Source: an optimization exercise on an open RTL-to-GDS flow (aim: small area). Production flows keep margins and buffers that such runs may drop. The RTL was checked by simulation tests, not by an equivalence proof against the original design. Power and IR drop assume default switching activity.

==> flow/design.v <==
package isa_pkg;
    typedef enum logic [5:0] {
        OP_SPECIAL = 6'h00,
        OP_ADDIU   = 6'h09,
        OP_SLTI    = 6'h0a,
        OP_SLTIU   = 6'h0b,
        OP_ANDI    = 6'h0c,
        OP_ORI     = 6'h0d,
        OP_XORI    = 6'h0e,
        OP_LUI     = 6'h0f
    } opcode_e;
    typedef enum logic [5:0] {
        FN_SLL  = 6'h00,
        FN_SRL  = 6'h02,
        FN_SRA  = 6'h03,
        FN_SLLV = 6'h04,
        FN_SRLV = 6'h06,
        FN_SRAV = 6'h07,
        FN_ADDU = 6'h21,
        FN_SUBU = 6'h23,
        FN_AND  = 6'h24,
        FN_OR   = 6'h25,
        FN_XOR  = 6'h26,
        FN_NOR  = 6'h27,
        FN_SLT  = 6'h2a,
        FN_SLTU = 6'h2b
    } funct_e;
    localparam int OPCODE_MSB = 31;
    localparam int OPCODE_LSB = 26;
    localparam int RS_MSB     = 25;
    localparam int RS_LSB     = 21;
    localparam int RT_MSB     = 20;
    localparam int RT_LSB     = 16;
    localparam int RD_MSB     = 15;
    localparam int RD_LSB     = 11;
    localparam int SHAMT_MSB  = 10;
    localparam int SHAMT_LSB  = 6;
    localparam int IMM_MSB    = 15;    
    localparam int IMM_LSB    = 0;
    localparam int FUNCT_MSB  = 5;
    localparam int FUNCT_LSB  = 0;
endpackage
package core_pkg;
    typedef enum logic [3:0] {
        ALU_ADD  = 4'h0,
        ALU_SUB  = 4'h1,
        ALU_AND  = 4'h2,
        ALU_OR   = 4'h3,
        ALU_XOR  = 4'h4,
        ALU_NOR  = 4'h5,
        ALU_SLT  = 4'h6,
        ALU_SLTU = 4'h7,
        ALU_SLL  = 4'h8,
        ALU_SRL  = 4'h9,
        ALU_SRA  = 4'ha,
        ALU_LUI  = 4'hb
    } alu_op_e;
    typedef enum logic [1:0] {
        OPA_RS  = 2'd0,
        OPA_RT  = 2'd1,
        OPA_FWD = 2'd2,    
        OPA_IMM = 2'd3
    } opa_sel_e;
    typedef enum logic [2:0] {
        OPB_RT    = 3'd0,
        OPB_RS    = 3'd1,    
        OPB_IMM   = 3'd2,
        OPB_SHAMT = 3'd3,
        OPB_FWD   = 3'd4
    } opb_sel_e;
endpackage
import isa_pkg::*;
import core_pkg::*;
module inst_decoder (
    input  logic                      clk,
    input  logic                      rst,
    input  logic                      inst_valid_i,
    input  logic [32-1:0]   inst_data_i,
    output logic                      dec_valid_o,
    output core_pkg::alu_op_e         alu_op_o,
    output core_pkg::opa_sel_e        opa_sel_o,
    output core_pkg::opb_sel_e        opb_sel_o,
    output logic [32-1:0]     imm_o,
    output logic [5-1:0]  shamt_o,
    output logic [5-1:0]  wb_addr_o,
    output logic                      wb_en_o,
    output logic                      illegal_o
);
    logic [5:0]                         opcode;
    logic [5:0]                         funct;
    logic [5-1:0]  rs;
    logic [5-1:0]  rt;
    logic [5-1:0]  rd;
    logic [5-1:0]  dst;
    logic                      fwd_ok;
    logic                      rs_hit;
    logic                      rt_hit;
    logic                      legal;
    logic                      imm_sext;
    logic                      dst_rd;
    core_pkg::alu_op_e                   alu_op_d;
    core_pkg::opa_sel_e                  opa_d;
    core_pkg::opb_sel_e                  opb_d;
    assign opcode = inst_data_i[OPCODE_MSB:OPCODE_LSB];
    assign funct  = inst_data_i[FUNCT_MSB:FUNCT_LSB];
    assign rs     = inst_data_i[RS_MSB:RS_LSB];
    assign rt     = inst_data_i[RT_MSB:RT_LSB];
    assign rd     = inst_data_i[RD_MSB:RD_LSB];
    assign fwd_ok = dec_valid_o && wb_en_o;
    assign rs_hit = fwd_ok && (rs == wb_addr_o);
    assign rt_hit = fwd_ok && (rt == wb_addr_o);
    always_comb begin
        legal    = 1'b1;
        imm_sext = 1'b0;
        dst_rd   = 1'b0;
        alu_op_d = ALU_ADD;
        opa_d    = rs_hit ? OPA_FWD : OPA_RS;
        opb_d    = OPB_IMM;
        case (opcode)
            OP_SPECIAL: begin
                dst_rd = 1'b1;
                opb_d  = rt_hit ? OPB_FWD : OPB_RT;
                case (funct)
                    FN_ADDU: alu_op_d = ALU_ADD;
                    FN_SUBU: alu_op_d = ALU_SUB;
                    FN_AND:  alu_op_d = ALU_AND;
                    FN_OR:   alu_op_d = ALU_OR;
                    FN_XOR:  alu_op_d = ALU_XOR;
                    FN_NOR:  alu_op_d = ALU_NOR;
                    FN_SLT:  alu_op_d = ALU_SLT;
                    FN_SLTU: alu_op_d = ALU_SLTU;
                    FN_SLL, FN_SRL, FN_SRA: begin
                        opa_d = rt_hit ? OPA_FWD : OPA_RT;    
                        opb_d = OPB_SHAMT;
                        alu_op_d = (funct == FN_SLL) ? ALU_SLL :
                                   (funct == FN_SRL) ? ALU_SRL : ALU_SRA;
                    end
                    FN_SLLV, FN_SRLV, FN_SRAV: begin
                        opa_d = rt_hit ? OPA_FWD : OPA_RT;
                        opb_d = rs_hit ? OPB_FWD : OPB_RS;    
                        alu_op_d = (funct == FN_SLLV) ? ALU_SLL :
                                   (funct == FN_SRLV) ? ALU_SRL : ALU_SRA;
                    end
                    default: legal = 1'b0;
                endcase
            end
            OP_ADDIU: begin
                alu_op_d = ALU_ADD;
                imm_sext = 1'b1;
            end
            OP_SLTI: begin
                alu_op_d = ALU_SLT;
                imm_sext = 1'b1;
            end
            OP_SLTIU: begin
                alu_op_d = ALU_SLTU;
                imm_sext = 1'b1;    
            end
            OP_ANDI: alu_op_d = ALU_AND;
            OP_ORI:  alu_op_d = ALU_OR;
            OP_XORI: alu_op_d = ALU_XOR;
            OP_LUI: begin
                alu_op_d = ALU_LUI;
                opa_d    = OPA_IMM;
            end
            default: legal = 1'b0;
        endcase
    end
    assign dst = dst_rd ? rd : rt;
    always_ff @(posedge clk) begin
        if (rst) begin
            dec_valid_o <= 1'b0;
            alu_op_o    <= ALU_ADD;
            opa_sel_o   <= OPA_RS;
            opb_sel_o   <= OPB_RT;
            imm_o       <= '0;
            shamt_o     <= '0;
            wb_addr_o   <= '0;
            wb_en_o     <= 1'b0;
            illegal_o   <= 1'b0;
        end else begin
            dec_valid_o <= inst_valid_i;
            if (inst_valid_i) begin
                alu_op_o  <= alu_op_d;
                opa_sel_o <= opa_d;
                opb_sel_o <= opb_d;
                imm_o     <= {{(32-16){imm_sext & inst_data_i[IMM_MSB]}},
                              inst_data_i[IMM_MSB:IMM_LSB]};
                shamt_o   <= inst_data_i[SHAMT_MSB:SHAMT_LSB];
                wb_addr_o <= dst;
                wb_en_o   <= legal && (dst != '0);    
                illegal_o <= ~legal;
            end
        end
    end
endmodule
module reg_file (
    input  logic                      clk,
    input  logic                      rst,
    input  logic                      rd_en_i,
    input  logic [5-1:0]  rs_addr_i,
    input  logic [5-1:0]  rt_addr_i,
    output logic [32-1:0]     rs_data_o,
    output logic [32-1:0]     rt_data_o,
    input  logic                      we_i,
    input  logic [5-1:0]  waddr_i,
    input  logic [32-1:0]     wdata_i
);
    logic [32-1:0]  regs [32];
    logic                   wr_ok;
    assign wr_ok = we_i && (waddr_i != '0);    
    always_ff @(posedge clk) begin
        if (rst) begin
            for (int i = 0; i < 32; i++) begin
                regs[i] <= '0;
            end
            rs_data_o <= '0;
            rt_data_o <= '0;
        end else begin
            if (wr_ok) begin
                regs[waddr_i] <= wdata_i;
            end
            if (rd_en_i) begin
                rs_data_o <= (wr_ok && waddr_i == rs_addr_i) ? wdata_i : regs[rs_addr_i];
                rt_data_o <= (wr_ok && waddr_i == rt_addr_i) ? wdata_i : regs[rt_addr_i];
            end
        end
    end
endmodule
import core_pkg::*;
module alu_exec (
    input  logic                      clk,
    input  logic                      rst,
    input  logic                      dec_valid_i,
    input  core_pkg::alu_op_e         alu_op_i,
    input  core_pkg::opa_sel_e        opa_sel_i,
    input  core_pkg::opb_sel_e        opb_sel_i,
    input  logic [32-1:0]     imm_i,
    input  logic [5-1:0]  shamt_i,
    input  logic [5-1:0]  wb_addr_i,
    input  logic                      wb_en_i,
    input  logic                      illegal_i,
    input  logic [32-1:0]     rs_data_i,
    input  logic [32-1:0]     rt_data_i,
    output logic                      wb_valid_o,
    output logic [5-1:0]  wb_addr_o,
    output logic [32-1:0]     wb_data_o,
    output logic                      illegal_o
);
    logic [32-1:0]     opa;
    logic [32-1:0]     opb;
    logic [32-1:0]     res;
    logic [5-1:0]  sh;
    always_comb begin
        case (opa_sel_i)
            OPA_RS:  opa = rs_data_i;
            OPA_RT:  opa = rt_data_i;
            OPA_FWD: opa = wb_data_o;    
            OPA_IMM: opa = imm_i;
            default: opa = rs_data_i;
        endcase
    end
    always_comb begin
        case (opb_sel_i)
            OPB_RT:    opb = rt_data_i;
            OPB_RS:    opb = rs_data_i;
            OPB_IMM:   opb = imm_i;
            OPB_SHAMT: opb = {{(32-5){1'b0}}, shamt_i};
            OPB_FWD:   opb = wb_data_o;
            default:   opb = rt_data_i;
        endcase
    end
    assign sh = opb[5-1:0];
    always_comb begin
        case (alu_op_i)
            ALU_ADD:  res = opa + opb;
            ALU_SUB:  res = opa - opb;
            ALU_AND:  res = opa & opb;
            ALU_OR:   res = opa | opb;
            ALU_XOR:  res = opa ^ opb;
            ALU_NOR:  res = ~(opa | opb);
            ALU_SLT:  res = {{(32-1){1'b0}}, $signed(opa) < $signed(opb)};
            ALU_SLTU: res = {{(32-1){1'b0}}, opa < opb};
            ALU_SLL:  res = opa << sh;
            ALU_SRL:  res = opa >> sh;
            ALU_SRA:  res = $unsigned($signed(opa) >>> sh);
            ALU_LUI:  res = {opa[32/2-1:0], {(32/2){1'b0}}};
            default:  res = '0;
        endcase
    end
    always_ff @(posedge clk) begin
        if (rst) begin
            wb_valid_o <= 1'b0;
            wb_addr_o  <= '0;
            wb_data_o  <= '0;
            illegal_o  <= 1'b0;
        end else begin
            wb_valid_o <= dec_valid_i && wb_en_i;
            illegal_o  <= dec_valid_i && illegal_i;
            if (dec_valid_i) begin
                wb_addr_o <= wb_addr_i;
                wb_data_o <= res;
            end
        end
    end
endmodule
import isa_pkg::*;
import core_pkg::*;
module int_core (
    input  logic                      clk,
    input  logic                      rst,
    input  logic                      inst_valid_i,
    input  logic [32-1:0]   inst_data_i,
    output logic                      wb_valid_o,
    output logic [5-1:0]  wb_addr_o,
    output logic [32-1:0]     wb_data_o,
    output logic                      illegal_o
);
    logic                      dec_valid;
    core_pkg::alu_op_e                   alu_op;
    core_pkg::opa_sel_e                  opa_sel;
    core_pkg::opb_sel_e                  opb_sel;
    logic [32-1:0]     imm;
    logic [5-1:0]  shamt;
    logic [5-1:0]  dec_wb_addr;
    logic                      dec_wb_en;
    logic                      dec_illegal;
    logic [32-1:0]     rs_data;
    logic [32-1:0]     rt_data;
    inst_decoder u_dec (
        .clk          (clk),
        .rst          (rst),
        .inst_valid_i (inst_valid_i),
        .inst_data_i  (inst_data_i),
        .dec_valid_o  (dec_valid),
        .alu_op_o     (alu_op),
        .opa_sel_o    (opa_sel),
        .opb_sel_o    (opb_sel),
        .imm_o        (imm),
        .shamt_o      (shamt),
        .wb_addr_o    (dec_wb_addr),
        .wb_en_o      (dec_wb_en),
        .illegal_o    (dec_illegal)
    );
    reg_file u_rf (
        .clk       (clk),
        .rst       (rst),
        .rd_en_i   (inst_valid_i),
        .rs_addr_i (inst_data_i[RS_MSB:RS_LSB]),
        .rt_addr_i (inst_data_i[RT_MSB:RT_LSB]),
        .rs_data_o (rs_data),
        .rt_data_o (rt_data),
        .we_i      (wb_valid_o),
        .waddr_i   (wb_addr_o),
        .wdata_i   (wb_data_o)
    );
    alu_exec u_exec (
        .clk         (clk),
        .rst         (rst),
        .dec_valid_i (dec_valid),
        .alu_op_i    (alu_op),
        .opa_sel_i   (opa_sel),
        .opb_sel_i   (opb_sel),
        .imm_i       (imm),
        .shamt_i     (shamt),
        .wb_addr_i   (dec_wb_addr),
        .wb_en_i     (dec_wb_en),
        .illegal_i   (dec_illegal),
        .rs_data_i   (rs_data),
        .rt_data_i   (rt_data),
        .wb_valid_o  (wb_valid_o),
        .wb_addr_o   (wb_addr_o),
        .wb_data_o   (wb_data_o),
        .illegal_o   (illegal_o)
    );
endmodule
==> flow/run.sh <==
#!/bin/bash
# synth_recipe.tcl (not shown) runs the flow's synth.tcl, then flattens the netlist and writes it again
# the make line also repeats each setting of config.mk as NAME=value (left out here)
make -C /OpenROAD-flow-scripts/flow DESIGN_CONFIG=/design/flow/config.mk WORK_HOME=/design/flow/orfs CLKGATE_MAP_FILE= SYNTH_SCRIPT=/design/flow/synth_recipe.tcl finish
==> flow/config.mk <==
export PLATFORM = sky130hd
export DESIGN_NAME = int_core
export DESIGN_NICKNAME = int_core
export VERILOG_FILES = /design/flow/design.v
export SDC_FILE = /design/flow/constraint.sdc
export NUM_CORES = 4
export LEC_CHECK = 0
export CAP_MARGIN = 20
export CORE_MARGIN = 2
export CORE_UTILIZATION = 40
export SLEW_MARGIN = 20
==> flow/constraint.sdc <==
create_clock -name core_clock -period 5.5 [get_ports {clk}]
set_input_delay 1.1000 -clock core_clock [delete_from_list [all_inputs] [get_ports {clk}]]
set_output_delay 1.1000 -clock core_clock [all_outputs]
set_load 0.01 [all_outputs]
==> run notes <==
[cells by family after synthesis]
logic type / Yosys count
mux: 884
simple gates: 1870
other cells: 1
fa+ha+maj: 105
buf+inv: 695
compound gates: 859
xor+xnor: 32
flops: 1161
[metrics by stage]
stage	utilization	setup WS (ns)	std cells	cell area, um2	power [W]
global route	0.4511	0.2058	7960	79530	0.02366
floorplan	-	1.081	5638	71080	0.01257
CTS	0.4509	0.5570	7959	79490	0.02304
finish	0.4511	0.4744	7963	79540	0.02303
global placement	0.4260	0.5062	7721	75100	0.01396
detailed placement	0.4260	0.5748	7721	75110	0.01398
[synthesized netlist by cell type (all sizes together) (103+ instances only)]
| cell | number |
|---|---|
| mux2i | 194 |
| mux4 | 679 |
| nand2 | 162 |
| nand3 | 129 |
| and2 | 944 |
| clkbuf | 454 |
| buf | 139 |
| dfxtp | 137 |
| o21ai | 166 |
| a21oi | 270 |
| ha | 103 |
| nor2 | 372 |
| edfxtp | 1024 |
[per-layer routing]
layer | global-route usage | part of all wire
met1 | 0.3764 | 0.37
met2 | 0.4805 | 0.48
met3 | 0.05734 | 0.093
met4 | 0.1454 | 0.056
met5 | 0 | 0.00029
[critical path: cells and delay by family, from the launching register on]
family          cells  cell delay (ns)
flops               1             0.48
simple gates        2             0.48
compound gates     10             2.78
fa+ha+maj           2             0.71
buf+inv             2             0.42
[power by group through the flow]
stage          sequential [W]  clock [W]  combinational (W)
2_1_floorplan          0.0102          0            0.00238
3_3_place_gp           0.0103          0            0.00367
3_5_place_dp           0.0103          0            0.00367
4_1_cts                0.0101    0.00923            0.00368
5_1_grt                0.0102    0.00957            0.00393
6_report               0.0101    0.00914            0.00376
[sequential cells by signal, summed over array words and instances, names as in the netlist, 2 cells and up]
register          flops
u_exec.wb_data_o     32
u_dec.shamt_o         4
u_dec.alu_op_o        4
u_dec.wb_addr_o       5
u_exec.wb_addr_o      5
u_rf.rs_data_o       32
u_rf.regs          1024
u_dec.opb_sel_o       3
u_dec.imm_o          13
u_dec.opa_sel_o       2
u_rf.rt_data_o       32
[how the worst max path moves through the flow]
stage | to | slack, ns | cells after the start
6_report | u_exec.wb_data_o[20] | 0.47 | 16
5_1_grt | u_exec.wb_data_o[28] | 0.21 | 17
4_1_cts | u_exec.wb_data_o[20] | 0.56 | 17
3_5_place_dp | u_exec.wb_data_o[20] | 0.57 | 17
3_3_place_gp | u_exec.wb_data_o[24] | 0.51 | 10
2_1_floorplan | u_exec.wb_data_o[24] | 1.08 | 18
[area by class of cell]
cell class,count,area (um2),area share
multi-input combinational,3782,35190,0.4424
sequential,1161,33500,0.4212
clock buffer,171,3542,0.04453
timing repair buffer,337,3149,0.03959
tap,2340,2928,0.03681
clock inverter,67,843.3,0.01060
inverter,102,385.4,0.004845
antenna,3,7.507,0.00009438
==> flow_summary.json <==
{
  "io_buffers": 73,
  "yosysSeqAreaShare": 0.4719,
  "area_growth_pct": 12.08,
  "fin_crit_ns": 5.026,
  "antenna_found_initial": 14,
  "num_rows": 154,
  "fp.dieArea_um2": 180800,
  "synth_top_area_share": 0.4333,
  "synth_top_family_by_area": "multiplexers",
  "fin_setup_tns_ns": 0,
  "synth-xor-area-share": 0.003949,
  "vias": 51200,
  "skew_ns": 0.02816,
  "crit_fanout": 14,
  "place.gp.congestion": 1.030,
  "rsz0062_at_grt": "false",
  "via_per_inst": 6.429,
  "hold_violations": 0,
  "powerDensity_nw_per_um2": 289.5,
  "async_reset_ff_frac": 0,
  "r2r_cells": 16,
  "clock-root-buffer": "clkbuf_16",
  "wirelength_um": 268000,
  "cp-startpoint": "u_dec.opb_sel_o[0]",
  "fin_nets": 5656,
  "switching_power_w": 0.006410,
  "ctsHoldBuffers": 0,
  "grt_overflow": 0,
  "cp_slowest_stage_delay_ns": 0.51,
  "p_int_w": 0.01662,
  "rr_startpoint": "u_dec.opb_sel_o[0]",
  "layout_commonest_cell": "edfxtp_1",
  "clock_path_buffers": 3,
  "grt_pass1_vias": 50930,
  "critical_path.slowest_cell": "a31oi_1",
  "fmax_ghz": 0.1990,
  "wl_per_cell_um": 33.66,
  "drv_slew": 0,
  "clkSinkCount": 1161,
  "hold_path_class": "reg2reg",
  "fp.dieW_um": 425.2,
  "status": "timing/DRC/antenna clean",
  "final_cell_mix": "1,024 x edfxtp_1, 944 x and2_1, 678 x mux4_2",
  "synth_cell_types": 87,
  "start_util": 0.4025,
  "io-pin-count": 74,
  "cts_tree": "built",
  "hold_depth": 2,
  "timing.rr.end": "u_exec.wb_data_o[20]",
  "drive_gt1_frac": 0.2228,
  "synthAdderAreaFrac": 0.01872,
  "p_leak_nw": 28.41,
  "n_fill_cell": 15750,
  "synthFlopType": "edfxtp_1",
  "arrival_ns": 5.70,
  "ant_nets": 0,
  "pwr-share-seq": 0.440,
  "clk_latency_ns": 0.81,
  "hold_start": "u_dec.illegal_o",
  "crit_type": "reg2reg",
  "drtPass1Iterations": 6,
  "yosys.area_share.simple": 0.1433,
  "endpoint_kind": "register",
  "syn_inst": 5607,
  "core-area_um2": 176300,
  "cap_violations": 0,
  "syn_area_um2": 70970,
  "cts_resized": 0,
  "synth_seq_cells": 1161,
  "cts_made_buffers": 132,
  "clock_power_share": 0.397,
  "ys_warn_count": 3,
  "max_slew_margin": 0.2149,
  "clkSlewWorstSetupHoldPaths_ns": 0.07,
  "critPathLaunchType": "register",
  "htreeDepth": 4,
  "synthTopCellsByArea": "edfxtp_1 43%, mux4_2 22%, and2_1 8.3%",
  "post_cts_buffers": 0,
  "tightest_slew_ns": 1.175,
  "combPwrFrac": 0.163,
  "synth_area_leader_cell": "edfxtp_1",
  "setup_viol_count_final": 0,
  "grt_max_degree": 85,
  "syn_area_per_cell_um2": 12.66,
  "synth-edff-count": 1024,
  "rrSetupSlack_ns": 0.47,
  "grt_pass1_wl_um": 380000,
  "dp_hpwl_um": 176900,
  "crit_chain": "or2_0 -> a221oi_2 -> nand2_1 -> buf_4 -> ha_1 -> fa_1 -> o21bai_1 -> o2111ai_1 -> a31oi_1 -> a31oi_1 -> buf_4 -> o21bai_1 -> a211oi_1 -> a211oi_1 -> o221ai_1 -> a2bb2oi_1",
  "required_ns": 6.18,
  "die_y_um": 425.2,
  "synth_mux_area_frac": 0.2446,
  "whs_ns": 0.4498,
  "post-route-period-util": 0.9137,
  "drt_iter0_drc": 6731,
  "min_to": "u_exec.illegal_o",
  "swShare": 0.2784,
  "grt_usage": 0.2948,
  "synth_compound_area_frac": 0.07891,
  "peakVddDrop_uv": 313.2,
  "route.detailed.drc": 0
}

[separate check: timing with driven ports]
How much do the figures lean on ideal ports? The routed layout below was timed once more, with nothing changed but the port constraints. Step 1 sets driving cells, clkbuf_16 on the clock port and buf_2 on the other inputs (assumed; they add their load-dependent delay and slew). Step 2 times the ports against the registers' clock, not the clock port: input delays grow and output delays shrink by t, the midpoint of the rising clock arrivals with the driver on. a / b / c = no drivers / after step 1 / after step 2; a / b = the first two.
t, ns: 0.884
setup WS [ns]: 0.474 / 0.474 / 0.474
slew at the worst register clock pin (ns): 0.07 / 0.07
After both steps this run still meets setup and hold. For this run, drivers alone change the setup slack by 0.000 ns; drivers and shift together by 0.000 ns.
